This design comes from an exercise in tuning for small area and a short achievable clock period on the open sky130 flow, not from production work. RTL that was checked went through simulation tests only; none was proved equivalent to the original. No functional check of the RTL was part of runs 2 to 4. Power is estimated from default activity; no workload was simulated.

[flow/config.mk]
export PLATFORM = sky130hd
export DESIGN_NAME = branch_predictor
export DESIGN_NICKNAME = branch_predictor
export VERILOG_FILES = /design/flow/design.v
export SDC_FILE = /design/flow/constraint.sdc
export NUM_CORES = 4
export LEC_CHECK = 0
export CAP_MARGIN = 20
export CORE_MARGIN = 2
export CORE_UTILIZATION = 40
export SETUP_SLACK_MARGIN = 2.5
export SLEW_MARGIN = 20
[flow/standard.sh]
#!/bin/bash
# synth_recipe.tcl (not shown) runs the flow's synth.tcl, then flattens the netlist and writes it again
# the make line also repeats each setting of config.mk as NAME=value (left out here)
make -C /OpenROAD-flow-scripts/flow DESIGN_CONFIG=/design/flow/config.mk WORK_HOME=/design/flow/orfs CLKGATE_MAP_FILE= SYNTH_SCRIPT=/design/flow/synth_recipe.tcl "${@:-finish}"
[flow/design.v]
module branch_predictor #(
    parameter int ENTRIES = 16,
    parameter int TAG_W   = 10
) (
    input  logic        clk,
    input  logic        rst_n,
    input  logic        f_valid,
    input  logic [63:0] f_pc,
    output logic        pred_taken,
    output logic [63:0] pred_target,
    input  logic        u_valid,
    input  logic        u_is_branch,
    input  logic [63:0] u_pc,
    input  logic        u_taken,
    input  logic [63:0] u_target,
    input  logic        u_pred_taken,
    input  logic [63:0] u_pred_target,
    output logic        mispredict,
    output logic [63:0] redirect_pc,
    output logic [31:0] branch_count,
    output logic [31:0] mispredict_count
);
    localparam int IDX_W = $clog2(ENTRIES);
    logic             tbl_valid  [ENTRIES];
    logic [TAG_W-1:0] tbl_tag    [ENTRIES];
    logic [63:0]      tbl_target [ENTRIES];
    logic [1:0]       tbl_ctr    [ENTRIES];
    logic [IDX_W-1:0] f_idx;
    logic [TAG_W-1:0] f_tag;
    logic [IDX_W-1:0] u_idx;
    logic [TAG_W-1:0] u_tag;
    logic             u_hit;
    logic             upd_en;
    logic             mis_cond;
    assign f_idx = f_pc[IDX_W+1:2];
    assign f_tag = f_pc[IDX_W+2 +: TAG_W];
    assign u_idx = u_pc[IDX_W+1:2];
    assign u_tag = u_pc[IDX_W+2 +: TAG_W];
    logic [ENTRIES-1:0] f_sel;
    logic [63:0]        f_hit_tgt;
    logic [63:0]        f_inc;
    for (genvar g = 0; g < ENTRIES; g++) begin : g_fsel
        assign f_sel[g] = f_valid && (f_idx == g) && tbl_valid[g] && tbl_ctr[g][1] &&
                          (tbl_tag[g] == f_tag);
    end
    always_comb begin
        f_hit_tgt = '0;
        for (int i = 0; i < ENTRIES; i++)
            f_hit_tgt = f_hit_tgt | ({64{f_sel[i]}} & tbl_target[i]);
        f_inc       = {f_pc[63:2] + 62'd1, f_pc[1:0]};
        pred_taken  = |f_sel;
        pred_target = f_hit_tgt | ({64{~pred_taken}} & f_inc);
    end
    always_comb begin
        upd_en   = u_valid && u_is_branch;
        u_hit    = tbl_valid[u_idx] && (tbl_tag[u_idx] == u_tag);
        mis_cond = upd_en && ((u_taken != u_pred_taken) ||
                              (u_taken && (u_target != u_pred_target)));
    end
    always_ff @(posedge clk or negedge rst_n) begin
        if (!rst_n) begin
            for (int i = 0; i < ENTRIES; i++) begin
                tbl_valid[i] <= 1'b0;
                tbl_ctr[i]   <= 2'b01;
            end
        end else if (upd_en) begin
            if (u_hit) begin
                if (u_taken && tbl_ctr[u_idx] != 2'b11)
                    tbl_ctr[u_idx] <= tbl_ctr[u_idx] + 2'd1;
                else if (!u_taken && tbl_ctr[u_idx] != 2'b00)
                    tbl_ctr[u_idx] <= tbl_ctr[u_idx] - 2'd1;
            end else if (u_taken) begin
                tbl_valid[u_idx] <= 1'b1;
                tbl_ctr[u_idx]   <= 2'b10;
            end
        end
    end
    always_ff @(posedge clk) begin
        if (upd_en && u_taken) begin
            tbl_tag[u_idx]    <= u_tag;
            tbl_target[u_idx] <= u_target;
        end
    end
    always_ff @(posedge clk or negedge rst_n) begin
        if (!rst_n) begin
            mispredict       <= 1'b0;
            redirect_pc      <= 64'd0;
            branch_count     <= 32'd0;
            mispredict_count <= 32'd0;
        end else begin
            mispredict <= mis_cond;
            if (upd_en) begin
                redirect_pc <= u_taken ? u_target : u_pc + 64'd4;
                if (branch_count != 32'hFFFF_FFFF)
                    branch_count <= branch_count + 32'd1;
            end
            if (mis_cond && mispredict_count != 32'hFFFF_FFFF)
                mispredict_count <= mispredict_count + 32'd1;
        end
    end
endmodule
[flow/flow/run.sh]
#!/bin/bash
# Standard ORFS layout; port buffers use buf_2 instead of the default delay-cell buffer.
export BUFFER_PORTS_ARGS="-buffer_cell sky130_fd_sc_hd__buf_2"
bash standard.sh > standard.log 2>&1
[flow/constraint.sdc]
create_clock -name core_clock -period 6.5 [get_ports {clk}]
set_input_delay 1.3000 -clock core_clock [delete_from_list [all_inputs] [get_ports {clk}]]
set_output_delay 1.3000 -clock core_clock [all_outputs]
set_load 0.01 [all_outputs]
==> impl_metrics.csv, run 1 <==
group,metric,value,unit
status,outcome,"timing/DRC/antenna clean",
global_route,grt_use_met3,7.015,%
sta,fmax,200.5,MHz
placement,io_buffer_count,456,
sta,tightest_slew,1151,ps
finish,fin_cells,6382,
drt,totalWireLength,221.4,mm
drt,drt_iter0_markers,5157,
finish,n_fill_cell,11748,
power_and_ir_drop,clkPwrFrac,41.1,%
drt,final_antenna_net_count,0,
setup_path,critPathMaxFanout,7,
floorplan,placeableCoreArea,139700,µm²
finish,drive_gt1_share,27.85,%
synthesis,synth-simple-area-share,7.723,%
power_and_ir_drop,intPower,14.54,mW
setup_path,cp.required,5200,ps
drt,wire_per_inst,34.69,µm
floorplan,start_util,40.37,%
synthesis,synthMuxAreaShare,2.818,%
power_and_ir_drop,seqPwrFrac,51.9,%
setup_path,endpoint_kind,"primary output",
setup_path,arrival,3690,ps
floorplan,std_cell_rows,137,
floorplan,die_h,379.5,µm
power_and_ir_drop,swShare,23.38,%
power_and_ir_drop,ir_drop,0.2761,mV
synthesis,synthArstFlopShare,13.01,%
synthesis,ys_types,66,
synthesis,synthesis.area,56400,µm²
drt,viasPerCell,6.129,
power_and_ir_drop,power_frac_comb,7.0,%
flow_run,cap_viol_max_count,0,
sta,slew_viol_final,0,
synthesis,synth_compound_area_share,10.04,%
synthesis,synth_cells,3761,
setup_path,critical_path_class,"input pin to primary output",
synthesis,syn_avg_cell_area,15.00,µm²
placement,gp_congestion,0.9194,
power_and_ir_drop,power.density,269.7,nW/µm²
global_route,grt_pass1_wl,298.6,mm
drt,drcViolationCount,0,
clocking,cts-root-buf,"clkbuf_16",
min_path,hold_class,"flip-flop to flip-flop",
finish,stdcell_area,70380,µm²
clocking,worstSkewPairLatency,770,ps
placement,hpwl,133.7,mm
drt,first_pass_iters,6,
power_and_ir_drop,power.leakage,24.40,nW
global_route,use_met1,41.23,%
synthesis,yosys_warnings,3,
finish,syn_to_final_growth,24.79,%
synthesis,ys_seq_area_share,70.93,%
synthesis,yosys.area_share.adder,0.2219,%
floorplan,fp.dieW,379.5,µm
placement,post-place-ws,774.5,ps
setup_path,crit_path_start_kind,"input pin",
finish,fin_nets,4670,
global_route,grt_max_degree,98,
global_route,gr-total-overflow,0,
clocking,cts_tree,"done",
global_route,grt_pass1_vias,37281,
sta,hold_viol_final,0,
synthesis,synth_flop_cell,"edfxtp_1",
power_and_ir_drop,power_switching,4.439,mW
global_route,grt_antenna_before_repair,29,
sta,setup_viol,0,
sta,fin_ws,1513,ps
synthesis,synth_edf_count,1184,
clocking,cts_sinks,1361,
sta,setup-tns-final,0,ps
clocking,path_clk_slew,50,ps
synthesis,syn_nets,4034,
clocking,clockBufferDepth,3,
synthesis,synth_top_family_by_area,"compound AO/OA/AOI/OAI gates",
global_route,track_usage,30.00,%
drt,num_vias,39117,
global_route,busiest_layer,"met2",
placement,placed_cells,6013,
power_and_ir_drop,power.total,18.98,mW
clocking,cts_buffers,145,
synthesis,synth_xor_area_share,6.429,%
clocking,cts-htree-levels,4,
sta,grt_setup_unrepaired,"true",
sta,slew_headroom,23.08,%
sta,clock_skew,18.92,ps
global_route,grt_use_met2,46.38,%
floorplan,ios,457,
synthesis,ys_seq_elements,1361,
sta,timing.final.crit_period,4987,ps
floorplan,die-area,144000,µm²
sta,period_share,76.72,%
placement,placement.cell_area,62610,µm²
## area by class of cell
cell class | count | area [µm²] | share of cell area (%)
inverter | 28 | 122.6 | 0.1742
multi-input combinational | 2163 | 17400 | 24.72
clock inverter | 63 | 519.2 | 0.7378
antenna | 10 | 25.02 | 0.03556
sequential | 1361 | 40000 | 56.84
tap | 1876 | 2347 | 3.335
clock buffer | 183 | 3855 | 5.478
timing repair buffer | 698 | 6107 | 8.678
## worst paths after layout
| kind | startpoint | to | slack, ps | depth (start not counted) |
|---|---|---|---|---|
| worst max-delay path | f_pc[2] | pred_target[15] | 1510 | 12 |
| worst min-delay path | redirect_pc[45] | redirect_pc[45] | 480 | 2 |
| worst max register to register | tbl_tag[9][2] | tbl_ctr[9][1] | 3100 | 10 |
| max in group asynchronous | rst_n | branch_count[10] | 4580 | 2 |
| min in group asynchronous | rst_n | redirect_pc[0] | 540 | 1 |
| worst min register to register | redirect_pc[45] | redirect_pc[45] | 480 | 2 |
## critical path: stages
cell	delay, ps
buf_12	120
inv_8	60
ha_4	190
nand4_1	240
nor4_2	400
bufbuf_16	340
nor4_4	50
nand4_1	190
buf_12	190
nor2b_4	50
or3_4	380
buf_6	140
## cells in the final DEF (no fill, tap or decap), types with 16 or more instances in the layout
| cell type | netlist | routed |
|---|---|---|
| a21oi_1 | 56 | 56 |
| a221oi_1 | 120 | 94 |
| a221oi_2 | 0 | 26 |
| a22o_1 | 122 | 122 |
| a22oi_1 | 293 | 266 |
| a22oi_2 | 0 | 27 |
| and3_1 | 33 | 31 |
| buf_12 | 2 | 64 |
| buf_16 | 0 | 26 |
| buf_2 | 17 | 422 |
| buf_4 | 9 | 114 |
| buf_6 | 5 | 40 |
| clkbuf_1 | 130 | 33 |
| clkbuf_16 | 0 | 156 |
| clkinv_1 | 0 | 28 |
| dfrtp_1 | 161 | 161 |
| dfstp_2 | 16 | 16 |
| edfxtp_1 | 1184 | 1184 |
| inv_1 | 28 | 24 |
| mux2_2 | 34 | 24 |
| mux2i_1 | 53 | 53 |
| nand2_1 | 182 | 176 |
| nand3_1 | 211 | 197 |
| nand4_1 | 106 | 106 |
| nor2_1 | 179 | 111 |
| nor2_2 | 1 | 26 |
| nor2_4 | 0 | 43 |
| nor4_1 | 48 | 17 |
| nor4_4 | 10 | 34 |
| o21ai_0 | 130 | 67 |
| o21ai_2 | 0 | 40 |
| o21ai_4 | 0 | 23 |
| o21bai_1 | 16 | 16 |
| xnor2_1 | 271 | 252 |
| xnor2_2 | 0 | 17 |
| xor2_1 | 143 | 139 |
## flip-flops by register name (all words and copies together), names as in the netlist
signal	count
mispredict	1
tbl_ctr	32
tbl_valid	16
tbl_tag	160
redirect_pc	64
tbl_target	1024
branch_count	32
mispredict_count	32
## metrics by stage
stage	hold WS (ps)	util, %
after global routing	499.3	50.37
after detailed placement	469.4	44.81
after floorplan	464.7	-
after global placement	459.8	44.75
after CTS	482.1	49.70
final	481.4	50.38
## metal layers
layer / up-vias / wire (µm)
met5: - / 112
met3: 402 / 25540
li1: 16093 / -
met4: 20 / 8914
met2: 2558 / 101100
met1: 20044 / 85700
## cells by family after synthesis
logic type	after synthesis
muxes	118
xor gates and xnor gates	414
DFF	1361
AOI/OAI and AO/OA	772
adders and majority gates	10
buffers and inverters	237
and+or+nand+nor	849
## Yosys cell counts, types with 12 or more instances
cell type  count  area share [%]
edfxtp_1    1184              63
a22oi_1      293             3.9
xnor2_1      271             4.2
nand3_1      211             1.9
nand2_1      182             1.2
nor2_1       179             1.2
dfrtp_1      161             7.1
xor2_1       143             2.2
clkbuf_1     130            0.87
o21ai_0      130             1.2
a22o_1       122             1.9
a221oi_1     120             1.9
nand4_1      106             1.2
a21oi_1       56            0.50
mux2i_1       53            0.94
nor4_1        48            0.53
buf_1         44            0.29
mux2_2        34            0.68
and3_1        33            0.37
inv_1         28            0.19
and4_1        18            0.28
buf_2         17            0.15
dfstp_2       16            0.75
o21bai_1      16            0.21
mux4_2        13            0.52
mux4_1        12            0.56
## power by group through the flow
stage	registers, mW	clock network [mW]	logic, mW
6_report	9.85	7.81	1.32
5_1_grt	9.86	8.20	1.40
4_1_cts	9.84	7.85	1.29
3_5_place_dp	10.0	0	1.24
3_3_place_gp	10.0	0	1.22
2_1_floorplan	10.0	0	0.517
## timing repair
| item | in CTS | in global routing |
|---|---|---|
| endpoints found under the hold margin | 0 | 0 |
| setup endpoints to repair | 131 | 98 |
| gates cloned | 24 | 7 |
| hold buffers | 0 | 0 |
| resized for setup | 259 | 113 |
| setup buffers | 66 | 16 |
| pin swaps | 61 | 69 |
==> inputs of run 2 (changes only) <==
--- a/flow/design.v
+++ b/flow/design.v
@@ -38,16 +38,17 @@
     assign u_tag = u_pc[IDX_W+2 +: TAG_W];
-    logic [ENTRIES-1:0] f_sel;
-    logic [63:0]        f_hit_tgt;
+    logic [ENTRIES-1:0] f_dec;
+    logic [ENTRIES-1:0] f_match;
+    logic [63:0]        f_tgt;
     logic [63:0]        f_inc;
     for (genvar g = 0; g < ENTRIES; g++) begin : g_fsel
-        assign f_sel[g] = f_valid && (f_idx == g) && tbl_valid[g] && tbl_ctr[g][1] &&
-                          (tbl_tag[g] == f_tag);
+        assign f_dec[g]   = (f_idx == g);
+        assign f_match[g] = tbl_valid[g] && tbl_ctr[g][1] && (tbl_tag[g] == f_tag);
     end
     always_comb begin
-        f_hit_tgt = '0;
+        f_tgt = '0;
         for (int i = 0; i < ENTRIES; i++)
-            f_hit_tgt = f_hit_tgt | ({64{f_sel[i]}} & tbl_target[i]);
+            f_tgt = f_tgt | ({64{f_dec[i]}} & tbl_target[i]);
         f_inc       = {f_pc[63:2] + 62'd1, f_pc[1:0]};
-        pred_taken  = |f_sel;
-        pred_target = f_hit_tgt | ({64{~pred_taken}} & f_inc);
+        pred_taken  = f_valid && |(f_dec & f_match);
+        pred_target = pred_taken ? f_tgt : f_inc;
     end
==> flow/flow/run.sh (replaced) <==
#!/bin/bash
export BUFFER_PORTS_ARGS="-buffer_cell sky130_fd_sc_hd__buf_2"
bash standard.sh > standard.log 2>&1
--- a/flow/config.mk
+++ b/flow/config.mk
@@ -10,2 +10,5 @@
 export CORE_UTILIZATION = 40
+export CTS_BUF_LIST = sky130_fd_sc_hd__clkbuf_8 sky130_fd_sc_hd__clkbuf_16
+export CTS_CLUSTER_DIAMETER = 60
+export CTS_CLUSTER_SIZE = 30
 export SETUP_SLACK_MARGIN = 2.5
==> run 2 against run 1 <==
Still clean on timing, DRC and antenna. Clock power is 12% lower. Routed wire length is 2.8% higher. Register-to-register slack barely moved. Via count increased by 1.9%. Global-route usage grew 0.48 points. Combinational power rose by 39%. Clock-buffer cell count down 84. Sequential share of layout area rose by 0.20 points. Sequential cell count unchanged. Highest routed layer unchanged.
==> impl_metrics.csv, run 2 <==
group,metric,value,unit
drt,drt_iter0_markers,5626,
synthesis,yosys_warnings,3,
floorplan,die_h,381.3,µm
sta,tightest_slew,1073,ps
finish,fin_nets,4697,
setup_path,arrival,3690,ps
setup_path,cp.required,5200,ps
placement,hpwl,138.3,mm
min_path,hold_class,"flip-flop to flip-flop",
finish,top_register,"tbl_target",
setup_path,critPathMaxFanout,18,
sta,timing.final.crit_period,4995,ps
finish,final_cell_mix,"edfxtp_1, buf_2, a22oi_1",
synthesis,synth_cells,3847,
drt,num_vias,39845,
clocking,cts-root-buf,"clkbuf_16",
sta,slew_viol_final,0,
power_and_ir_drop,ir_drop,0.2067,mV
placement,placement.cell_area,63290,µm²
synthesis,synth_top_area_share,62.44,%
clocking,cts_buffers,97,
power_and_ir_drop,power.density,263.9,nW/µm²
global_route,grt_antenna_before_repair,51,
finish,n_fill_cell,11940,
synthesis,synthArstFlopShare,13.01,%
finish,syn_to_final_growth,23.17,%
clocking,cts-htree-levels,3,
drt,wire_per_inst,35.49,µm
drt,first_pass_iters,6,
clocking,cts_hold_buffers,0,
setup_path,slowest_stage,"or4_4",
placement,gp_congestion,0.9606,
setup_path,slowest_delay,550,ps
finish,final_common_cell,"edfxtp_1",
floorplan,die-area,145400,µm²
sta,grt_setup_unrepaired,"true",
synthesis,ys_seq_elements,1361,
synthesis,synth.most_common_cell,"edfxtp_1",
synthesis,synth.largest_area_cell,"edfxtp_1",
sta,period_share,76.84,%
setup_path,critical_path_class,"input pin to primary output",
floorplan,fp.dieW,381.3,µm
synthesis,synth_edf_count,1184,
finish,fin_cells,6413,
power_and_ir_drop,power.leakage,24.19,nW
finish,largest_register_ffs,1024,
floorplan,std_cell_rows,138,
status,outcome,"timing/DRC/antenna clean",
placement,io_buffer_count,456,
finish,stdcell_area,70130,µm²
sta,slew_headroom,27.96,%
placement,placed_cells,6100,
synthesis,synth_flop_cell,"edfxtp_1",
drt,final_antenna_net_count,0,
clocking,cts_tree,"done",
drt,drcViolationCount,0,
placement,post-place-ws,772.0,ps
global_route,gr-total-overflow,0,
setup_path,crit_path_start_kind,"input pin",
sta,clock_skew,48.62,ps
drt,viasPerCell,6.213,
setup_path,crit_chain,"buf_8 > xnor2_2 > nand4_1 > or4_4 > nand4_1 > o41a_4 > buf_12 > buf_16 > buf_6 > mux2i_4 > buf_6",
clocking,clockBufferDepth,3,
floorplan,start_util,40.27,%
power_and_ir_drop,power.total,18.51,mW
synthesis,synth_common_cells,"edfxtp_1, a22oi_1, xor2_1, nor2_1, nand3_1",
synthesis,synth.area.top_cells,"edfxtp_1, dfrtp_1, a22oi_1",
global_route,grt_max_degree,75,
clocking,worstSkewPairLatency,760,ps
finish,reg_top3,"tbl_target x1024, tbl_tag x160, redirect_pc x64",
sta,fmax,200.2,MHz
finish,fin_util,49.59,%
synthesis,ys_seq_area_share,70.25,%
synthesis,synthesis.area,56940,µm²
synthesis,ys_types,65,
sta,fin_ws,1505,ps
synthesis,syn_avg_cell_area,14.80,µm²
synthesis,syn_nets,4120,
global_route,track_usage,30.48,%
global_route,grt_pass1_wl,309.1,mm
drt,totalWireLength,227.6,mm
clocking,cts_sinks,1361,
floorplan,ios,457,
sta,setup-tns-final,0,ps
flow_run,cap_viol_max_count,0,
sta,hold_viol_final,0,
sta,hold-worst-slack,479.5,ps
setup_path,endpoint_kind,"primary output",
floorplan,placeableCoreArea,141400,µm²
finish,drive_gt1_share,28.97,%
sta,setup_viol,0,
global_route,grt_pass1_vias,37671,
clocking,path_clk_slew,70,ps
-- run 2: cell types whose count changed after synthesis, moves of 11 or more --
| cell | before | now |
|---|---|---|
| xnor2_1 | 271 | 161 |
| nor3_1 | 11 | 23 |
| nand2_1 | 182 | 158 |
| inv_1 | 28 | 17 |
| clkbuf_1 | 130 | 160 |
| mux4_2 | 13 | 24 |
| xor2_1 | 143 | 249 |
| a22oi_1 | 293 | 306 |
| nor2_1 | 179 | 225 |
| mux2i_1 | 53 | 35 |
| o21ai_0 | 130 | 93 |
| and3_1 | 33 | 63 |
| a21oi_1 | 56 | 99 |
| nor3b_1 | 0 | 11 |
-- run 2: worst max-delay path, delay by kind of cell --
kind | cells | cell delay [ps]
AO/OA/AOI/OAI | 1 | 210
buffers and inverters | 5 | 760
XOR/XNOR | 1 | 280
AND/OR/NAND/NOR | 3 | 840
multiplexers | 1 | 270
-- run 2: power by group --
group	internal (mW)	total (mW)	switching, mW	leakage, nW
registers	9.67	9.81	0.144	12.9
logic	0.616	1.83	1.22	9.54
clock network	3.32	6.86	3.54	1.76
total	13.6	18.5	4.90	24.2
-- run 2: worst paths after layout --
check,to,depth (start not counted),slack [ps],startpoint
min in group asynchronous,branch_count[17],1,600,rst_n
worst max register to register,tbl_ctr[1][1],8,3110,tbl_tag[1][4]
max in group asynchronous,redirect_pc[28],2,4710,rst_n
worst min-delay path,redirect_pc[57],2,480,redirect_pc[57]
worst min register to register,redirect_pc[57],2,480,redirect_pc[57]
worst max-delay path,pred_target[60],11,1510,f_pc[14]
-- run 2: cell families (layout without fill, tap and decap cells) --
logic type	after synthesis	count (layout)	share of synthesized area, %
flip-flops	1361	1361	70.25
AND/OR/NAND/NOR	939	961	8.638
AO/OA/AOI/OAI	764	764	9.763
XOR/XNOR	410	410	6.306
buffers and inverters	246	885	1.758
multiplexers	117	117	3.061
adder cells (fa/ha/maj)	10	10	0.2197
other	0	15	0
-- run 2: repair_timing --
action	4_1_cts	5_1_grt
setup endpoints to repair	123	86
setup buffers	61	11
cloned	37	6
gates resized for setup	306	109
pin swaps	55	24
-- run 2: final cells by class --
type | instances | area (µm²) | area share, %
sequential | 1361 | 40000 | 57.04
multi-input combinational | 2262 | 18490 | 26.36
timing repair buffer | 684 | 5567 | 7.937
clock buffer | 99 | 2477 | 3.532
tap | 1890 | 2365 | 3.372
clock inverter | 84 | 1109 | 1.581
inverter | 18 | 85.08 | 0.1213
antenna | 15 | 37.54 | 0.05352
-- run 2: routing by layer --
metal / share of wire (%) / routed length (µm) / global-route usage (%) / vias to the layer above
li1: - / - / - / 16270
met1: 38 / 87290 / 41.28 / 20455
met2: 45 / 101500 / 45.83 / 2628
met3: 12 / 27070 / 8.062 / 448
met4: 5.0 / 11450 / 14.25 / 44
met5: 0.12 / 274 / 0 / -
==> inputs of run 3 (changes only) <==
--- a/flow/config.mk
+++ b/flow/config.mk
@@ -13,3 +13,3 @@
 export CTS_CLUSTER_SIZE = 30
-export SETUP_SLACK_MARGIN = 2.5
+export SETUP_SLACK_MARGIN = 3.0
 export SLEW_MARGIN = 20
==> run 3 against run 2 <==
Sequential cell count stayed put. Via count fell by 0.24%. Maximum frequency rose by 0.72%. Sequential power is essentially flat. Worst setup slack gained 36 ps. Critical path depth increased by 1. Hold slack got worse by 2.2 ps. Register-to-register slack better by 70 ps. Sequential share of layout area is 0.33 points lower. Synthesized area unchanged. Die area did not move. Critical endpoint is now pred_target[61]. Highest routed layer unchanged.
==> impl_metrics.csv, run 3 <==
group,metric,value,unit
setup_path,cp.required,5200,ps
finish,reg_top3,"tbl_target x1024, tbl_tag x160, redirect_pc x64",
drt,viasPerCell,6.179,
clocking,cts-root-buf,"clkbuf_16",
global_route,gr-total-overflow,0,
flow_run,cap_viol_max_count,0,
finish,final_common_cell,"edfxtp_1",
synthesis,synthArstFlopShare,13.01,%
power_and_ir_drop,power_switching,5.021,mW
setup_path,arrival,3660,ps
power_and_ir_drop,seqPwrFrac,52.4,%
sta,period_share,76.29,%
drt,drcViolationCount,0,
setup_path,crit_path_frequent_cell,"buf_12",
sta,hold_viol_final,0,
synthesis,synth.most_common_cell,"edfxtp_1",
setup_path,slowest_stage,"mux2_2",
sta,setup-tns-final,0,ps
setup_path,crit_path_start_kind,"input pin",
power_and_ir_drop,power.total,18.73,mW
finish,final_cell_mix,"edfxtp_1, buf_2, a22oi_1",
clocking,cts-htree-levels,3,
placement,hpwl,135.1,mm
placement,gp_congestion,0.9842,
global_route,track_usage,29.95,%
global_route,grt_pass1_wl,306.0,mm
global_route,grt_antenna_before_repair,58,
drt,totalWireLength,223.4,mm
placement,io_buffer_count,456,
clocking,worstSkewPairLatency,750,ps
synthesis,synth_top_area_share,62.44,%
floorplan,die_h,381.3,µm
setup_path,endpoint_kind,"primary output",
clocking,cts_hold_buffers,0,
floorplan,std_cell_rows,138,
finish,top_register,"tbl_target",
drt,drt_iter0_markers,5452,
floorplan,start_util,40.27,%
synthesis,synth_flop_cell,"edfxtp_1",
setup_path,cpLargestDelayFamily,"buffers and inverters",
clocking,cts_tree,"done",
synthesis,syn_avg_cell_area,14.80,µm²
power_and_ir_drop,swShare,26.81,%
synthesis,ys_types,65,
finish,syn_to_final_growth,23.89,%
finish,largest_register_ffs,1024,
drt,wire_per_inst,34.72,µm
finish,fin_nets,4703,
synthesis,ys_seq_elements,1361,
synthesis,synthesis.area,56940,µm²
synthesis,synth_cells,3847,
floorplan,die-area,145400,µm²
drt,first_pass_iters,5,
sta,fmax,201.7,MHz
synthesis,yosys_warnings,3,
synthesis,synth_edf_count,1184,
clocking,cts_sinks,1361,
sta,tightest_slew,1113,ps
floorplan,fp.dieW,381.3,µm
setup_path,r2r_slack,3180,ps
synthesis,synth.area.top_cells,"edfxtp_1, dfrtp_1, a22oi_1",
power_and_ir_drop,power.leakage,24.31,nW
setup_path,critPathMaxFanout,9,
clocking,cts_buffers,99,
power_and_ir_drop,ir_drop,0.2615,mV
drt,top_layer,"met5",
synthesis,synth_common_cells,"edfxtp_1, a22oi_1, xor2_1, nor2_1, nand3_1",
sta,setup_viol,0,
power_and_ir_drop,power.density,265.5,nW/µm²
sta,timing.final.crit_period,4959,ps
sta,slew_headroom,25.61,%
sta,grt_setup_unrepaired,"true",
power_and_ir_drop,clkPwrFrac,37.9,%
min_path,hold_class,"flip-flop to flip-flop",
setup_path,path_buf_inv,5,
synthesis,ys_seq_area_share,70.25,%
setup_path,crit_chain,"buf_6 > buf_12 > xnor2_1 > nand3_2 > nor3b_2 > nand3_1 > nand4_1 > o41a_4 > buf_12 > buf_16 > mux2_2 > buf_2",
sta,clock_skew,31.25,ps
drt,wl_met2,100.3,mm
drt,m1WireLength,86.32,mm
power_and_ir_drop,intPower,13.71,mW
status,outcome,"timing/DRC/antenna clean",
floorplan,placeableCoreArea,141400,µm²
drt,dr_wl_met3,26.43,mm
setup_path,critical_path_class,"input pin to primary output",
sta,slew_viol_final,0,
floorplan,ios,457,
finish,drive_gt1_share,29.20,%
global_route,grt_max_degree,87,
clocking,path_clk_slew,60,ps
setup_path,slowest_delay,330,ps
drt,num_vias,39749,
clocking,clockBufferDepth,3,
synthesis,synth.largest_area_cell,"edfxtp_1",
synthesis,syn_nets,4120,
global_route,grt_pass1_vias,37908,
power_and_ir_drop,power_frac_comb,9.7,%
drt,final_antenna_net_count,0,
## run 3: worst paths after layout
check / depth (start not counted) / to / startpoint
worst max-delay path: 12 / pred_target[61] / f_pc[6]
worst min-delay path: 2 / redirect_pc[12] / redirect_pc[12]
worst max register to register: 10 / tbl_ctr[13][1] / tbl_tag[11][4]
worst min register to register: 2 / redirect_pc[12] / redirect_pc[12]
max in group asynchronous: 2 / redirect_pc[3] / rst_n
min in group asynchronous: 1 / branch_count[0] / rst_n
## run 3: layer usage
layer / vias to the layer above / global-route usage (%)
met5: - / 0
met3: 424 / 7.244
met1: 20367 / 41.05
met2: 2603 / 45.84
met4: 40 / 12.16
li1: 16315 / -
## run 3: metrics by stage
stage	hold slack (ps)	std cells	instance area, µm²	setup WS (ps)	util, %
2_1_floorplan	464.6	3847	58870	2087	-
3_3_place_gp	459.7	6093	63270	840.0	44.74
3_5_place_dp	467.7	6093	63270	787.8	44.74
4_1_cts	482.2	6388	69840	1603	49.39
5_1_grt	509.4	6413	70490	1509	49.85
6_report	477.3	6433	70540	1541	49.88
## run 3: kinds of logic (layout without fill, tap and decap cells)
family	Yosys count	in the layout	synth area share (%)
fa+ha+maj	10	10	0.2197
buf+inv	246	898	1.758
other cells	0	26	0
compound gates	764	764	9.763
mux	117	117	3.061
simple gates	939	957	8.638
flops	1361	1361	70.25
xor+xnor	410	410	6.306
## run 3: repair_timing
item / CTS / global route
pin swaps: 51 / 16
cloned: 36 / 5
buffers inserted: 71 / 14
endpoints found under the setup margin: 265 / 146
gates resized for setup: 339 / 78
## run 3: area by class of cell
| class | instances | area [µm²] |
|---|---|---|
| multi-input combinational | 2258 | 18700 |
| sequential | 1361 | 40000 |
| timing repair buffer | 692 | 5500 |
| antenna | 26 | 65.06 |
| fill | 11825 | 70870 |
| inverter | 18 | 102.6 |
| tap | 1890 | 2365 |
| clock buffer | 101 | 2516 |
| clock inverter | 87 | 1287 |
## run 3: tightest hold or removal path, stage by stage, from the launching register on
cell	delay [ps]
dfrtp_1	340
nand2_1	40
o21ai_0	60
## run 3: power by group through the flow
| stage | clock [mW] | combinational (mW) | sequential [mW] |
|---|---|---|---|
| 6_report | 7.10 | 1.82 | 9.81 |
| 4_1_cts | 7.16 | 1.77 | 9.81 |
| 3_5_place_dp | 0 | 1.60 | 10.0 |
| 3_3_place_gp | 0 | 1.59 | 9.99 |
| 2_1_floorplan | 0 | 0.745 | 10.0 |
| 5_1_grt | 7.45 | 1.92 | 9.83 |
==> inputs of run 4 (changes only) <==
==> flow/flow/run.sh (replaced) <==
#!/bin/bash
export BUFFER_PORTS_ARGS="-buffer_cell sky130_fd_sc_hd__buf_2"
export IO_CONSTRAINTS="$PWD/flow/io.tcl"
bash standard.sh > standard.log 2>&1
==> flow/flow/io.tcl (new file) <==
set_io_pin_constraint -pin_names {f_valid f_pc[*] pred_taken pred_target[*]} -region top:*
==> flow/config.mk (replaced) <==
export PLATFORM = sky130hd
export DESIGN_NAME = branch_predictor
export DESIGN_NICKNAME = branch_predictor
export VERILOG_FILES = /design/flow/design.v
export SDC_FILE = /design/flow/constraint.sdc
export NUM_CORES = 4
export LEC_CHECK = 0
export CAP_MARGIN = 20
export CORE_MARGIN = 2
export CORE_UTILIZATION = 60
export SETUP_SLACK_MARGIN = 2.5
export SLEW_MARGIN = 20
==> run 4 against run 3 <==
Sequential cell count unchanged. Non-clock buffer count down 8. Sequential share of layout area up 0.73 points. Worst setup slack worse by 110 ps. Routed wire length down 4.3%. Critical path type unchanged.
==> impl_metrics.csv, run 4 <==
group,metric,value,unit
clocking,worstSkewPairLatency,760,ps
min_path,min_path_cells,2,
sta,setup-tns-final,0,ps
min_path,min_to,"redirect_pc[63]",
sta,fmax,197.3,MHz
synthesis,ys_types,65,
finish,reg_top3,"tbl_target x1024, tbl_tag x160, redirect_pc x64",
drt,totalWireLength,213.8,mm
sta,hold_viol_final,0,
synthesis,yosys_warnings,3,
synthesis,synth_common_cells,"edfxtp_1, a22oi_1, xor2_1, nor2_1, nand3_1",
drt,drcViolationCount,0,
clocking,cts-root-buf,"clkbuf_16",
finish,final_cell_mix,"edfxtp_1, buf_2, a22oi_1",
synthesis,synth.largest_area_cell,"edfxtp_1",
floorplan,ios,457,
setup_path,rr_worst_depth,9,
synthesis,synth_top_area_share,62.44,%
sta,timing.final.crit_period,5069,ps
clocking,cts_tree,"done",
drt,first_pass_iters,6,
setup_path,critPathMaxFanout,4,
floorplan,std_cell_rows,112,
clocking,cts-htree-levels,4,
sta,tightest_slew,1198,ps
placement,post-place-ws,610.1,ps
synthesis,ys_seq_area_share,70.25,%
clocking,path_clk_slew,60,ps
drt,num_vias,40559,
synthesis,synth.most_common_cell,"edfxtp_1",
synthesis,synth_xor_area_share,6.306,%
power_and_ir_drop,power.leakage,24.37,nW
setup_path,r2r_slack,3110,ps
sta,fin_ws,1431,ps
synthesis,synth_flop_cell,"edfxtp_1",
synthesis,yosys.area_share.adder,0.2197,%
clocking,clockBufferDepth,3,
global_route,gr-total-overflow,0,
min_path,hold_path.startpoint,"redirect_pc[63]",
global_route,grt_max_degree,103,
sta,setup_viol,0,
clocking,cts_sinks,1361,
global_route,grt_pass1_vias,38756,
sta,clock_skew,23.16,ps
floorplan,die-area,97380,µm²
setup_path,timing.rr.end,"tbl_ctr[10][1]",
drt,drt_iter0_markers,6188,
finish,top_register,"tbl_target",
setup_path,crit_chain,"buf_12 > ha_4 > buf_6 > nand3_4 > or2_4 > nor4_4 > nand4_1 > buf_4 > nor2_4 > buf_12 > nand3_4 > xnor2_2 > mux2_4 > buf_6",
synthesis,synthesis.area,56940,µm²
global_route,track_usage,43.01,%
sta,slew_viol_final,0,
power_and_ir_drop,power.density,277.1,nW/µm²
setup_path,cp.required,5200,ps
setup_path,endpoint_kind,"primary output",
floorplan,die_h,312.1,µm
setup_path,r2r-start,"tbl_tag[13][2]",
power_and_ir_drop,power.total,19.30,mW
status,outcome,"timing/DRC/antenna clean",
power_and_ir_drop,ir_drop,0.2558,mV
finish,n_fill_cell,5865,
clocking,cts_buffers,137,
drt,final_antenna_net_count,0,
sta,period_share,77.99,%
synthesis,synth-simple-area-share,8.638,%
placement,hpwl,128.3,mm
finish,fin_nets,4728,
floorplan,start_util,60.74,%
sta,hold-worst-slack,481.9,ps
synthesis,synth_compound_area_share,9.763,%
finish,syn_to_final_growth,22.31,%
placement,gp_congestion,0.9863,
global_route,grt_pass1_wl,291.2,mm
setup_path,slowest_delay,390,ps
sta,grt_setup_unrepaired,"true",
floorplan,placeableCoreArea,93750,µm²
drt,viasPerCell,6.940,
synthesis,syn_nets,4120,
finish,fin_util,74.29,%
setup_path,crit_path_start_kind,"input pin",
synthesis,synthArstFlopShare,13.01,%
synthesis,synth.area.top_cells,"edfxtp_1, dfrtp_1, a22oi_1",
synthesis,synth_top_family_by_area,"compound AO/OA/AOI/OAI gates",
flow_run,cap_viol_max_count,0,
placement,io_buffer_count,456,
finish,final_common_cell,"edfxtp_1",
sta,slew_headroom,19.92,%
finish,largest_register_ffs,1024,
setup_path,critical_path_class,"input pin to primary output",
synthesis,synthMuxAreaShare,3.061,%
synthesis,synth_cells,3847,
global_route,grt_antenna_before_repair,36,
synthesis,ys_seq_elements,1361,
setup_path,slowest_stage,"nor4_4",
min_path,hold_class,"flip-flop to flip-flop",
finish,drive_gt1_share,27.77,%
floorplan,fp.dieW,312.1,µm
setup_path,arrival,3770,ps
drt,wire_per_inst,36.59,µm
synthesis,syn_avg_cell_area,14.80,µm²
synthesis,synth_edf_count,1184,
run 4: changes by cell type in the layout (fill, tap and decap cells not counted), moves of 14 or more:
cell | previous run | this run
clkbuf_1 | 0 | 39
buf_4 | 152 | 137
buf_12 | 42 | 57
xor2_1 | 220 | 234
nor2_4 | 60 | 83
nor2_1 | 136 | 114
clkbuf_16 | 103 | 148
clkinv_1 | 2 | 30
nor4_1 | 19 | 35
buf_16 | 20 | 6
run 4: layout make-up:
class                           instances  area (µm²)  area share, %
Timing Repair Buffer                  684        5355          7.689
Inverter                               18       77.57         0.1114
Clock inverter                         60       526.8         0.7564
Multi-Input combinational cell       2253       18270          26.24
Antenna cell                           28       70.07         0.1006
Sequential cell                      1361       40000          57.44
Clock buffer                          186        3769          5.411
Tap cell                             1254        1569          2.253
run 4: worst max path at each step:
stage	to	cells past startpoint	startpoint	slack, ps
6_report	pred_target[62]	14	f_pc[2]	1430
3_3_place_gp	pred_target[58]	10	f_pc[7]	650
5_1_grt	pred_target[62]	14	f_pc[2]	1390
4_1_cts	pred_target[60]	13	f_pc[2]	1560
3_5_place_dp	pred_target[58]	10	f_pc[7]	610
2_1_floorplan	pred_target[63]	9	f_pc[15]	2070
run 4: routing by layer:
layer	vias up	GRT usage [%]	part of all wire [%]
met2	3129	65.70	46
met4	8	29.11	7.6
met3	640	10.42	12
li1	16361	-	-
met1	20421	55.11	34
met5	-	0	0.024
run 4: power by group:
part / internal [mW] / switching [mW] / total [mW] / leakage [nW]
combinational: 0.600 / 1.20 / 1.80 / 9.40
sequential: 9.68 / 0.173 / 9.86 / 12.9
clock: 4.29 / 3.35 / 7.64 / 2.09
run 4: logic make-up after synthesis:
| kind of cell | after synthesis |
|---|---|
| DFF | 1361 |
| and+or+nand+nor | 939 |
| AOI/OAI and AO/OA | 764 |
| xor gates and xnor gates | 410 |
| buffers and inverters | 246 |
| muxes | 117 |
| adders and majority gates | 10 |
run 4: per-stage QoR:
step,cells,area [µm²]
after floorplan,3847,58530
after global placement,5443,62250
after detailed placement,5444,62280
after CTS,5773,68480
after global routing,5833,69620
final,5844,69640
run 4: timing repair:
action,CTS,global route
resized for setup,283,118
setup endpoints to repair,114,115
pin swaps,40,40
setup buffers,67,36
hold buffers,0,0
gates cloned,16,7
run 4: worst max-delay path, delay by kind of cell:
family | cells | cell delay (ps)
xor+xnor | 1 | 150
buf+inv | 5 | 690
mux | 1 | 280
simple gates | 6 | 1170
fa+ha+maj | 1 | 160
==> inputs of run 5 (changes only) <==
--- a/flow/design.v
+++ b/flow/design.v
@@ -38,18 +38,19 @@
     assign u_tag = u_pc[IDX_W+2 +: TAG_W];
-    logic [ENTRIES-1:0] f_dec;
-    logic [ENTRIES-1:0] f_match;
-    logic [63:0]        f_tgt;
-    logic [63:0]        f_inc;
-    for (genvar g = 0; g < ENTRIES; g++) begin : g_fsel
-        assign f_dec[g]   = (f_idx == g);
-        assign f_match[g] = tbl_valid[g] && tbl_ctr[g][1] && (tbl_tag[g] == f_tag);
+    logic [ENTRIES*TAG_W-1:0] tag_flat;
+    logic [ENTRIES*64-1:0]    tgt_flat;
+    logic [ENTRIES-1:0]       taken_bit;
+    for (genvar g = 0; g < ENTRIES; g++) begin : g_flat
+        assign tag_flat[g*TAG_W +: TAG_W] = tbl_tag[g];
+        assign tgt_flat[g*64 +: 64]       = tbl_target[g];
+        assign taken_bit[g]               = tbl_valid[g] && tbl_ctr[g][1];
     end
-    always_comb begin
-        f_tgt = '0;
-        for (int i = 0; i < ENTRIES; i++)
-            f_tgt = f_tgt | ({64{f_dec[i]}} & tbl_target[i]);
-        f_inc       = {f_pc[63:2] + 62'd1, f_pc[1:0]};
-        pred_taken  = f_valid && |(f_dec & f_match);
-        pred_target = pred_taken ? f_tgt : f_inc;
-    end
+    branch_predictor_lookup #(.ENTRIES(ENTRIES), .TAG_W(TAG_W)) u_lookup (
+        .f_valid    (f_valid),
+        .f_pc       (f_pc),
+        .tag_flat   (tag_flat),
+        .tgt_flat   (tgt_flat),
+        .taken_bit  (taken_bit),
+        .pred_taken (pred_taken),
+        .pred_target(pred_target)
+    );
     always_comb begin
@@ -84,2 +85,5 @@
     end
+    logic [32:0] bc_inc, mc_inc;
+    assign bc_inc = {1'b0, branch_count} + 33'd1;
+    assign mc_inc = {1'b0, mispredict_count} + 33'd1;
     always_ff @(posedge clk or negedge rst_n) begin
@@ -94,7 +98,7 @@
                 redirect_pc <= u_taken ? u_target : u_pc + 64'd4;
-                if (branch_count != 32'hFFFF_FFFF)
-                    branch_count <= branch_count + 32'd1;
+                if (!bc_inc[32])
+                    branch_count <= bc_inc[31:0];
             end
-            if (mis_cond && mispredict_count != 32'hFFFF_FFFF)
-                mispredict_count <= mispredict_count + 32'd1;
+            if (mis_cond && !mc_inc[32])
+                mispredict_count <= mc_inc[31:0];
         end
@@ -102 +106,35 @@
 endmodule
+module branch_predictor_lookup #(
+    parameter int ENTRIES = 16,
+    parameter int TAG_W   = 10
+) (
+    input  logic                     f_valid,
+    input  logic [63:0]              f_pc,
+    input  logic [ENTRIES*TAG_W-1:0] tag_flat,
+    input  logic [ENTRIES*64-1:0]    tgt_flat,
+    input  logic [ENTRIES-1:0]       taken_bit,
+    output logic                     pred_taken,
+    output logic [63:0]              pred_target
+);
+    localparam int IDX_W = $clog2(ENTRIES);
+    logic [IDX_W-1:0]   f_idx;
+    logic [TAG_W-1:0]   f_tag;
+    logic [ENTRIES-1:0] f_dec;
+    logic [ENTRIES-1:0] f_match;
+    logic [63:0]        f_tgt;
+    logic [63:0]        f_inc;
+    assign f_idx = f_pc[IDX_W+1:2];
+    assign f_tag = f_pc[IDX_W+2 +: TAG_W];
+    for (genvar g = 0; g < ENTRIES; g++) begin : g_fsel
+        assign f_dec[g]   = (f_idx == g);
+        assign f_match[g] = taken_bit[g] && (tag_flat[g*TAG_W +: TAG_W] == f_tag);
+    end
+    always_comb begin
+        f_tgt = '0;
+        for (int i = 0; i < ENTRIES; i++)
+            f_tgt = f_tgt | ({64{f_dec[i]}} & tgt_flat[i*64 +: 64]);
+        f_inc       = {f_pc[63:2] + 62'd1, f_pc[1:0]};
+        pred_taken  = f_valid && |(f_dec & f_match);
+        pred_target = pred_taken ? f_tgt : f_inc;
+    end
+endmodule
==> flow/flow/run.sh (replaced) <==
#!/bin/bash
# Standard ORFS layout; port buffers use buf_2 instead of the default delay-cell buffer.
export BUFFER_PORTS_ARGS="-buffer_cell sky130_fd_sc_hd__buf_2"
bash standard.sh > standard.log 2>&1
--- a/flow/config.mk
+++ b/flow/config.mk
@@ -9,4 +9,5 @@
 export CORE_MARGIN = 2
-export CORE_UTILIZATION = 60
+export CORE_UTILIZATION = 40
 export SETUP_SLACK_MARGIN = 2.5
 export SLEW_MARGIN = 20
+export SYNTH_HIERARCHICAL = 1
removed: flow/flow/io.tcl
==> run 5 against run 4 <==
Worst setup slack improved by 37 ps. Sequential power shrank 0.4%. Register-to-register slack better by 120 ps. Global-route usage shrank 13 points. Non-clock buffer count is 17 lower. Critical path depth shrank 2. Critical endpoint is now pred_target[12].
==> impl_metrics.csv, run 5 <==
group,metric,value,unit
synthesis,synth_flop_cell,"edfxtp_1",
sta,setup_viol,0,
synthesis,synth_common_cells,"edfxtp_1, xnor2_1, a22oi_1, nand4_1, dfrtp_1",
setup_path,slowest_stage,"mux2_4",
synthesis,ys_seq_area_share,69.75,%
sta,hold_viol_final,0,
synthesis,synth.area.top_cells,"edfxtp_1, dfrtp_1, xnor2_1",
floorplan,placeableCoreArea,141900,µm²
clocking,cts-htree-levels,4,
clocking,cts_buffers,144,
setup_path,crit_path_frequent_cell,"buf_12",
clocking,cts-root-buf,"clkbuf_16",
flow_run,cap_viol_max_count,0,
placement,gp_congestion,0.9192,
setup_path,endpoint_kind,"primary output",
drt,first_pass_iters,6,
floorplan,start_util,40.41,%
sta,timing.final.crit_period,5033,ps
sta,clock_skew,31.33,ps
setup_path,r2r_slack,3230,ps
finish,final_cell_mix,"edfxtp_1, buf_2, xnor2_1",
clocking,clockBufferDepth,3,
setup_path,critical_path_class,"input pin to primary output",
synthesis,synth_cells,3726,
finish,reg_top3,"tbl_target x1024, tbl_tag x160, redirect_pc x64",
floorplan,fp.dieW,382.7,µm
drt,drt_iter0_markers,5404,
synthesis,synth_top_area_share,61.99,%
synthesis,syn_nets,3999,
placement,io_buffer_count,456,
setup_path,crit_path_start_kind,"input pin",
floorplan,ios,457,
power_and_ir_drop,ir_drop,0.2177,mV
synthesis,synthArstFlopShare,13.01,%
global_route,busiest_layer,"met2",
finish,syn_to_final_growth,21.03,%
sta,slew_viol_final,0,
global_route,gr-total-overflow,0,
sta,period_share,77.43,%
global_route,use_met1,40.24,%
finish,fin_nets,4596,
sta,grt_setup_unrepaired,"true",
sta,setup-tns-final,0,ps
power_and_ir_drop,power.density,282.3,nW/µm²
finish,largest_register_ffs,1024,
drt,final_antenna_net_count,0,
status,outcome,"timing/DRC/antenna clean",
synthesis,synth_compound_area_share,9.322,%
setup_path,arrival,3730,ps
synthesis,ys_seq_elements,1361,
global_route,grt_max_degree,86,
synthesis,yosys_warnings,10,
finish,fin_util,48.91,%
clocking,cts_tree,"done",
synthesis,synthesis.area,57350,µm²
synthesis,ys_types,77,
drt,wire_per_inst,34.91,µm
finish,top_register,"tbl_target",
synthesis,synth.largest_area_cell,"edfxtp_1",
setup_path,critPathMaxFanout,9,
global_route,grt_pass1_wl,303.0,mm
placement,hpwl,134.7,mm
synthesis,synth_top_family_by_area,"compound AO/OA/AOI/OAI gates",
drt,totalWireLength,221.2,mm
global_route,grt_use_met3,8.293,%
power_and_ir_drop,power.leakage,23.66,nW
sta,slew_headroom,23.02,%
floorplan,die-area,146400,µm²
synthesis,synth.most_common_cell,"edfxtp_1",
min_path,hold_class,"flip-flop to flip-flop",
global_route,grt_antenna_before_repair,38,
synthesis,synth_xor_area_share,6.185,%
sta,hold-worst-slack,478.4,ps
synthesis,synth-simple-area-share,8.188,%
setup_path,cp.required,5200,ps
sta,fmax,198.7,MHz
finish,final_common_cell,"edfxtp_1",
drt,drcViolationCount,0,
synthesis,synth_edf_count,1184,
clocking,path_clk_slew,60,ps
drt,num_vias,39176,
synthesis,syn_avg_cell_area,15.39,µm²
global_route,grt_use_met2,45.45,%
setup_path,slowest_delay,310,ps
global_route,grt_pass1_vias,37616,
floorplan,std_cell_rows,138,
setup_path,crit_chain,"buf_4 > bufbuf_16 > xnor2_2 > nand4_1 > nor3_2 > nor4_2 > a41oi_4 > buf_12 > buf_12 > buf_16 > mux2_4 > buf_6",
clocking,cts_sinks,1361,
sta,tightest_slew,1152,ps
clocking,worstSkewPairLatency,780,ps
synthesis,synthMuxAreaShare,4.099,%
floorplan,die_h,382.7,µm
global_route,track_usage,29.67,%
drt,viasPerCell,6.182,
finish,drive_gt1_share,26.04,%
synthesis,yosys.area_share.adder,0.2182,%
-- run 5: final timing paths --
check	end	startpoint	cells after the start
setup / recovery	pred_target[12]	f_pc[14]	12
setup reg to reg	tbl_ctr[0][1]	tbl_tag[10][6]	10
hold reg to reg	redirect_pc[43]	redirect_pc[43]	2
hold / removal	redirect_pc[43]	redirect_pc[43]	2
min in group asynchronous	mispredict_count[16]	rst_n	1
max in group asynchronous	branch_count[15]	rst_n	2
-- run 5: what timing repair did --
action                                 4_1_cts  5_1_grt
setup endpoints to repair                  131      108
buffers inserted                            73        1
pin swaps                                   35        8
endpoints found under the hold margin        0        0
resized for setup                          220       34
hold buffers                                 0        0
gates cloned                                20        4
-- run 5: cells by family after synthesis --
| family | Yosys count |
|---|---|
| flip-flops | 1361 |
| AND/OR/NAND/NOR | 827 |
| AO/OA/AOI/OAI | 699 |
| XOR/XNOR | 405 |
| buffers and inverters | 252 |
| multiplexers | 172 |
| adder cells (fa/ha/maj) | 10 |
-- run 5: metrics by stage --
| step | worst slack (ps) | instances | power, mW | cell area [µm²] |
|---|---|---|---|---|
| after floorplan | 2102 | 3726 | 10.67 | 57520 |
| after global placement | 570.9 | 5966 | 11.52 | 62240 |
| after detailed placement | 539.4 | 5968 | 11.53 | 62280 |
| after CTS | 1564 | 6323 | 19.63 | 69110 |
| after global routing | 1443 | 6330 | 20.11 | 69400 |
| final | 1467 | 6337 | 19.59 | 69410 |
-- run 5: area by class of cell --
type / count / area, µm²
Sequential cell: 1361 / 40000
Clock inverter: 71 / 715.7
Timing Repair Buffer: 667 / 5295
Fill cell: 12227 / 72520
Tap cell: 1890 / 2365
Multi-Input combinational cell: 2117 / 17020
Clock buffer: 191 / 3872
Antenna cell: 8 / 20.02
Inverter: 32 / 123.9
-- run 5: layer usage --
metal,vias to the layer above,routed length (µm)
li1,16035,-
met2,2501,99950
met5,-,111
met1,20225,86610
met3,397,25440
met4,18,9117
-- run 5: where the power goes --
group | leakage (nW) | internal, mW | switching [mW] | total, mW
combinational | 8.56 | 0.582 | 1.09 | 1.67
sequential | 12.9 | 9.68 | 0.139 | 9.82
clock | 2.22 | 4.56 | 3.54 | 8.10
-- run 5: worst max-delay path, delay by kind of cell --
kind | cells | cell delay (ps)
muxes | 1 | 310
and+or+nand+nor | 3 | 540
AOI/OAI and AO/OA | 1 | 200
buffers and inverters | 6 | 1090
xor gates and xnor gates | 1 | 240
==> inputs of run 6 (changes only) <==
--- a/flow/config.mk
+++ b/flow/config.mk
@@ -10,2 +10,5 @@
 export CORE_UTILIZATION = 40
+export CTS_BUF_LIST = sky130_fd_sc_hd__clkbuf_8 sky130_fd_sc_hd__clkbuf_16
+export CTS_CLUSTER_DIAMETER = 60
+export CTS_CLUSTER_SIZE = 30
 export SETUP_SLACK_MARGIN = 2.5
==> run 6 against run 5 <==
Synthesized area stayed put. Critical path type unchanged. Highest routed layer unchanged. Worst setup slack worse by 7.0 ps. Die area stayed put. Sequential power hardly changed. Critical path depth stayed put. Largest power group unchanged. Utilization is 0.56 points lower.
==> impl_metrics.csv, run 6 <==
group,metric,value,unit
synthesis,synth_common_cells,"edfxtp_1, xnor2_1, a22oi_1, nand4_1, dfrtp_1",
floorplan,die-area,146400,µm²
setup_path,slowest_stage,"mux2_4",
finish,final_common_cell,"edfxtp_1",
sta,grt_setup_unrepaired,"true",
finish,fin_cells,6278,
synthesis,synthArstFlopShare,13.01,%
synthesis,synth.most_common_cell,"edfxtp_1",
setup_path,path_buf_inv,6,
placement,io_buffer_count,456,
global_route,grt_antenna_before_repair,32,
floorplan,start_util,40.41,%
clocking,cts_tree,"done",
flow_run,cap_viol_max_count,0,
setup_path,slowest_delay,360,ps
synthesis,synth_edf_count,1184,
synthesis,synth.area.top_cells,"edfxtp_1, dfrtp_1, xnor2_1",
placement,placement.cell_area,62280,µm²
floorplan,die_h,382.7,µm
sta,slew_viol_final,0,
clocking,cts_buffers,106,
global_route,grt_pass1_wl,301.1,mm
sta,setup-tns-final,0,ps
setup_path,r2r_slack,3190,ps
global_route,grt_pass1_vias,37259,
finish,fin_util,48.35,%
placement,placed_cells,5968,
clocking,cts-htree-levels,3,
floorplan,placeableCoreArea,141900,µm²
sta,tightest_slew,1171,ps
power_and_ir_drop,ir_drop,0.2209,mV
synthesis,ys_seq_elements,1361,
sta,fmax,198.4,MHz
clocking,cts_sinks,1361,
synthesis,ys_seq_area_share,69.75,%
synthesis,synth_cells,3726,
setup_path,r2r-start,"tbl_tag[8][5]",
clocking,clockBufferDepth,3,
sta,period_share,77.53,%
drt,drt_iter0_markers,5286,
setup_path,endpoint_kind,"primary output",
synthesis,yosys_warnings,10,
finish,fin_nets,4562,
min_path,min_to,"redirect_pc[36]",
global_route,gr-total-overflow,0,
setup_path,cpLargestDelayFamily,"buffers and inverters",
finish,reg_top3,"tbl_target x1024, tbl_tag x160, redirect_pc x64",
finish,syn_to_final_growth,19.66,%
drt,drcViolationCount,0,
setup_path,critPathMaxFanout,14,
placement,gp_congestion,0.9192,
min_path,hold_path.startpoint,"redirect_pc[36]",
floorplan,std_cell_rows,138,
drt,num_vias,39006,
synthesis,synthesis.area,57350,µm²
power_and_ir_drop,power.density,269.0,nW/µm²
setup_path,crit_path_start_kind,"input pin",
setup_path,arrival,3740,ps
setup_path,timing.rr.end,"tbl_ctr[12][1]",
placement,hpwl,134.7,mm
setup_path,crit_path_frequent_cell,"buf_12",
min_path,min_path_cells,2,
min_path,hold_class,"flip-flop to flip-flop",
setup_path,crit_chain,"buf_6 > buf_4 > xnor2_1 > nand4_1 > nor3_2 > nor4_4 > a41oi_4 > buf_12 > buf_12 > buf_12 > mux2_4 > buf_6",
drt,wire_per_inst,35.12,µm
sta,setup_viol,0,
setup_path,rr_worst_depth,9,
clocking,path_clk_slew,70,ps
clocking,cts_hold_buffers,0,
finish,stdcell_area,68620,µm²
global_route,grt_max_degree,86,
synthesis,synth.largest_area_cell,"edfxtp_1",
drt,first_pass_iters,5,
status,outcome,"timing/DRC/antenna clean",
finish,drive_gt1_share,26.49,%
finish,largest_register_ffs,1024,
global_route,track_usage,29.46,%
synthesis,syn_nets,3999,
drt,totalWireLength,220.5,mm
finish,top_register,"tbl_target",
finish,final_cell_mix,"edfxtp_1, buf_2, xnor2_1",
setup_path,cp.required,5200,ps
sta,clock_skew,43.11,ps
sta,hold_viol_final,0,
clocking,worstSkewPairLatency,770,ps
synthesis,syn_avg_cell_area,15.39,µm²
drt,final_antenna_net_count,0,
power_and_ir_drop,power.leakage,23.30,nW
clocking,cts-root-buf,"clkbuf_16",
drt,viasPerCell,6.213,
synthesis,ys_types,77,
synthesis,synth_top_area_share,61.99,%
sta,timing.final.crit_period,5040,ps
floorplan,ios,457,
synthesis,synth_flop_cell,"edfxtp_1",
floorplan,fp.dieW,382.7,µm
sta,slew_headroom,21.76,%
setup_path,critical_path_class,"input pin to primary output",
==> run 6: cell count changes in the layout (fill, tap and decap cells not counted), sizes merged <==
cell / previous run / this run
clkinvlp: 3 / 7
inv: 37 / 77
clkinv: 55 / 37
diode: 8 / 6
buf: 650 / 654
clkbuf: 196 / 112
bufinv: 8 / 5
==> run 6: worst register-to-register path, delay by kind of cell (launching register included) <==
kind | cells | cell delay (ps)
buffers and inverters | 1 | 230
multiplexers | 4 | 1520
AO/OA/AOI/OAI | 1 | 260
flip-flops | 1 | 450
AND/OR/NAND/NOR | 3 | 750
==> run 6: power by group <==
group          switching, mW  total, mW  internal (mW)
Combinational           1.09       1.68          0.586
Sequential             0.139       9.81           9.67
Clock                   3.58       6.97           3.40
==> run 6: repair_timing <==
action | CTS | global route
setup buffers | 77 | 4
gates resized for setup | 223 | 49
cloned | 18 | 3
endpoints found under the setup margin | 135 | 113
pin swaps | 40 | 3
==> run 6: logic make-up after synthesis <==
family / Yosys count / share of synthesized area (%)
flip-flops: 1361 / 69.75
XOR/XNOR: 405 / 6.185
adder cells (fa/ha/maj): 10 / 0.2182
multiplexers: 172 / 4.099
AND/OR/NAND/NOR: 827 / 8.188
buffers and inverters: 252 / 2.234
AO/OA/AOI/OAI: 699 / 9.322
==> run 6: routing by layer <==
metal | vias to the layer above | share of wire (%) | global-route usage, %
met5 | - | 0.053 | 0
met4 | 20 | 3.9 | 9.901
met3 | 373 | 12 | 7.465
met2 | 2449 | 45 | 45.73
met1 | 20225 | 39 | 40.40
li1 | 15939 | - | -
==> run 6: worst max path at each step <==
stage	from	end	cells past startpoint
floorplan	u_pc[2]	tbl_tag[2][0]	8
global placement	f_pc[5]	pred_target[25]	9
detailed placement	f_pc[5]	pred_target[61]	10
CTS	f_pc[2]	pred_target[61]	13
global route	f_pc[2]	pred_target[23]	13
finish	f_pc[8]	pred_target[23]	12
==> run 6: through the flow <==
stage,hold WS (ps),total power [mW],setup slack [ps]
global placement,458.9,11.52,570.9
floorplan,445.5,10.67,2102
CTS,481.6,18.48,1574
global route,495.6,18.94,1445
detailed placement,466.3,11.53,539.4
finish,480.0,18.46,1460
==> run 6: final cells by class <==
| type | instances | area (µm²) |
|---|---|---|
| fillers | 12274 | 73310 |
| flip-flops and latches | 1361 | 40000 |
| multi-input cells | 2117 | 17050 |
| repair buffers | 671 | 5358 |
| clock buffers | 107 | 2666 |
| well taps | 1890 | 2365 |
| clock inverters | 94 | 1045 |
| inverters | 32 | 126.4 |
| diodes | 6 | 15.01 |
==> inputs of run 7 (changes only) <==
--- a/flow/config.mk
+++ b/flow/config.mk
@@ -9,3 +9,3 @@
 export CORE_MARGIN = 2
-export CORE_UTILIZATION = 40
+export CORE_UTILIZATION = 60
 export CTS_BUF_LIST = sky130_fd_sc_hd__clkbuf_8 sky130_fd_sc_hd__clkbuf_16
==> run 7 against run 6 <==
Clock-buffer cell count is 9 lower. Critical path depth down 1. Power fell by 2.0%. Critical endpoint unchanged.
==> impl_metrics.csv, run 7 <==
group,metric,value,unit
status,outcome,"timing/DRC/antenna clean",
setup_path,cp.required,5200,ps
synthesis,ys_seq_elements,1361,
clocking,cts-root-buf,"clkbuf_16",
synthesis,syn_nets,3999,
drt,viasPerCell,6.934,
drt,first_pass_iters,8,
synthesis,synth_cells,3726,
finish,final_common_cell,"edfxtp_1",
finish,fin_nets,4507,
drt,drcViolationCount,0,
global_route,grt_pass1_vias,38334,
synthesis,synth_common_cells,"edfxtp_1, xnor2_1, a22oi_1, nand4_1, dfrtp_1",
clocking,cts_sinks,1361,
synthesis,ys_types,77,
flow_run,cap_viol_max_count,0,
placement,io_buffer_count,456,
setup_path,critPathMaxFanout,19,
synthesis,synth_flop_cell,"edfxtp_1",
synthesis,synth.most_common_cell,"edfxtp_1",
sta,fmax,199.8,MHz
finish,fin_cells,5590,
floorplan,std_cell_rows,113,
synthesis,synth.largest_area_cell,"edfxtp_1",
floorplan,die_h,313.2,µm
finish,register_area,40000,µm²
sta,clock_skew,32.27,ps
synthesis,ys_seq_area_share,69.75,%
setup_path,r2r_slack,3080,ps
synthesis,yosys_warnings,10,
clocking,cts-htree-levels,3,
drt,drt_iter0_markers,5885,
sta,setup_viol,0,
power_and_ir_drop,ir_drop,0.2743,mV
setup_path,path_buf_inv,5,
clocking,clockBufferDepth,3,
clocking,path_clk_slew,70,ps
finish,final_cell_mix,"edfxtp_1, buf_2, xnor2_1",
synthesis,synth_top_area_share,61.99,%
finish,n_fill_cell,6356,
floorplan,placeableCoreArea,94870,µm²
sta,timing.final.crit_period,5006,ps
drt,totalWireLength,199.1,mm
finish,largest_register_ffs,1024,
sta,grt_setup_unrepaired,"true",
synthesis,synth_edf_count,1184,
global_route,grt_max_degree,94,
setup_path,crit_chain,"buf_6 > xnor2_1 > nand4_1 > nor3_2 > nor4_4 > a41oi_4 > buf_12 > buf_16 > buf_12 > mux2_4 > buf_6",
finish,syn_to_final_growth,16.82,%
sta,period_share,77.01,%
power_and_ir_drop,power.density,270.0,nW/µm²
min_path,hold_class,"flip-flop to flip-flop",
clocking,cts_hold_buffers,0,
clocking,cts_buffers,96,
finish,drive_gt1_share,24.73,%
synthesis,synthArstFlopShare,13.01,%
floorplan,fp.dieW,313.2,µm
drt,wire_per_inst,35.61,µm
placement,placed_cells,5336,
setup_path,slowest_stage,"xnor2_1",
global_route,track_usage,40.35,%
power_and_ir_drop,power.leakage,22.86,nW
setup_path,cpLargestDelayFamily,"buffers and inverters",
sta,hold_viol_final,0,
sta,slew_headroom,29.76,%
setup_path,slowest_delay,390,ps
floorplan,ios,457,
placement,gp_congestion,1.014,
placement,hpwl,121.3,mm
floorplan,die-area,98070,µm²
global_route,grt_pass1_wl,277.8,mm
global_route,grt_antenna_before_repair,26,
clocking,worstSkewPairLatency,720,ps
drt,final_antenna_net_count,0,
clocking,cts_tree,"done",
floorplan,start_util,60.45,%
setup_path,critical_path_class,"input pin to primary output",
setup_path,arrival,3710,ps
finish,reg_top3,"tbl_target x1024, tbl_tag x160, redirect_pc x64",
sta,tightest_slew,1051,ps
setup_path,endpoint_kind,"primary output",
setup_path,crit_path_start_kind,"input pin",
finish,top_register,"tbl_target",
sta,slew_viol_final,0,
synthesis,syn_avg_cell_area,15.39,µm²
synthesis,synth.area.top_cells,"edfxtp_1, dfrtp_1, xnor2_1",
finish,multi_input_area,16880,µm²
global_route,gr-total-overflow,0,
synthesis,synthesis.area,57350,µm²
drt,num_vias,38760,
sta,setup-tns-final,0,ps
==> run 7: cell counts after synthesis <==
No cell type changed its count.
==> run 7: cell type report <==
cell class / instances / share of cell area (%)
Antenna cell: 11 / 0.04109
Clock buffer: 98 / 3.660
Clock inverter: 80 / 1.699
Inverter: 32 / 0.2017
Multi-Input combinational cell: 2113 / 25.19
Sequential cell: 1361 / 59.71
Tap cell: 1265 / 2.362
Timing Repair Buffer: 630 / 7.132
==> run 7: worst paths after layout <==
| kind | from | end | cells past startpoint |
|---|---|---|---|
| hold reg to reg | redirect_pc[5] | redirect_pc[5] | 2 |
| setup / recovery | f_pc[6] | pred_target[23] | 11 |
| max in group asynchronous | rst_n | redirect_pc[49] | 2 |
| hold / removal | redirect_pc[5] | redirect_pc[5] | 2 |
| min in group asynchronous | rst_n | branch_count[14] | 1 |
| setup reg to reg | tbl_tag[9][2] | tbl_ctr[7][1] | 9 |
==> run 7: logic make-up (layout without fill, tap and decap cells) <==
group / Yosys count / count (layout) / synth area share [%]
multiplexers: 172 / 172 / 4.099
buffers and inverters: 252 / 840 / 2.234
AO/OA/AOI/OAI: 699 / 699 / 9.322
other: 0 / 11 / 0
XOR/XNOR: 405 / 405 / 6.185
flip-flops: 1361 / 1361 / 69.75
adder cells (fa/ha/maj): 10 / 10 / 0.2182
AND/OR/NAND/NOR: 827 / 827 / 8.188
==> run 7: metrics by stage <==
step                util, %  hold WS [ps]  area, µm²  setup WS (ps)  total power, mW
finish                70.62         482.9      67000           1494            18.09
global route          70.61         507.3      66980           1480            18.54
CTS                   70.22         486.3      66620           1605            18.08
detailed placement    64.70         469.3      61380          722.1            11.44
global placement      64.66         458.3      61350          864.0            11.40
floorplan                 -         445.5      57520           2102            10.67
==> run 7: worst min-delay path: cells and delay by family, from the launching register on <==
kind / cells / cell delay (ps)
AO/OA/AOI/OAI: 1 / 60
flip-flops: 1 / 340
AND/OR/NAND/NOR: 1 / 40
==> run 7: report_power, final <==
part | internal [mW] | total [mW] | switching, mW
registers | 9.67 | 9.80 | 0.128
logic | 0.556 | 1.56 | 1.01
clock network | 3.10 | 6.73 | 3.63
total | 13.3 | 18.1 | 4.76
==> run 7: per-layer routing <==
layer	track usage [%]	wire length, µm
met1	50.94	67950
met2	64.38	94120
met5	0	177
met4	23.93	13590
met3	9.263	23230
==> run 7: repair_timing <==
action                                 in CTS  in global routing
setup buffers                              47                  8
pin swaps                                  36                 16
cloned                                     10                  0
endpoints found under the hold margin       0                  0
resized for setup                         199                 56
setup endpoints to repair                 132                113

-- what the ideal ports hide --
The flow's constraints put no driver on any port. The routed layouts listed below were extracted and timed again, unchanged, in two steps. Step 1, drivers: a clkbuf_16 drives clk and a buf_2 each remaining input, both assumed. Step 2 times the ports against the registers' clock, not the clock port: input delays grow and output delays shrink by t, the midpoint of the rising clock arrivals with the driver on. a / b / c = ideal ports / drivers / drivers and shift; a / b = the first two.
run | shift t [ns] | setup slack, ns | worst setup path after step 2 | worst register clock-pin slew, ns | cell pins on the clock port's net
run 1 | 0.837 | 1.513 / 1.453 / 1.453 | input to output | 0.06 / 0.06 | 1
run 2 | 0.814 | 1.505 / 1.300 / 1.300 | input to output | 0.11 / 0.11 | 1
run 3 | 0.816 | 1.541 / 1.426 / 1.426 | input to output | 0.11 / 0.11 | 1
run 4 | 0.833 | 1.431 / 1.366 / 1.366 | input to output | 0.07 / 0.07 | 1
run 5 | 0.840 | 1.467 / 1.365 / 1.365 | input to output | 0.07 / 0.07 | 1
run 6 | 0.825 | 1.460 / 1.349 / 1.349 | input to output | 0.09 / 0.09 | 1
run 7 | 0.782 | 1.494 / 1.416 / 1.416 | input to output | 0.11 / 0.11 | 1
After both steps every run listed still meets setup and hold. For run 2, which loses most, drivers alone change the setup slack by -0.205 ns; drivers and shift together by -0.205 ns.
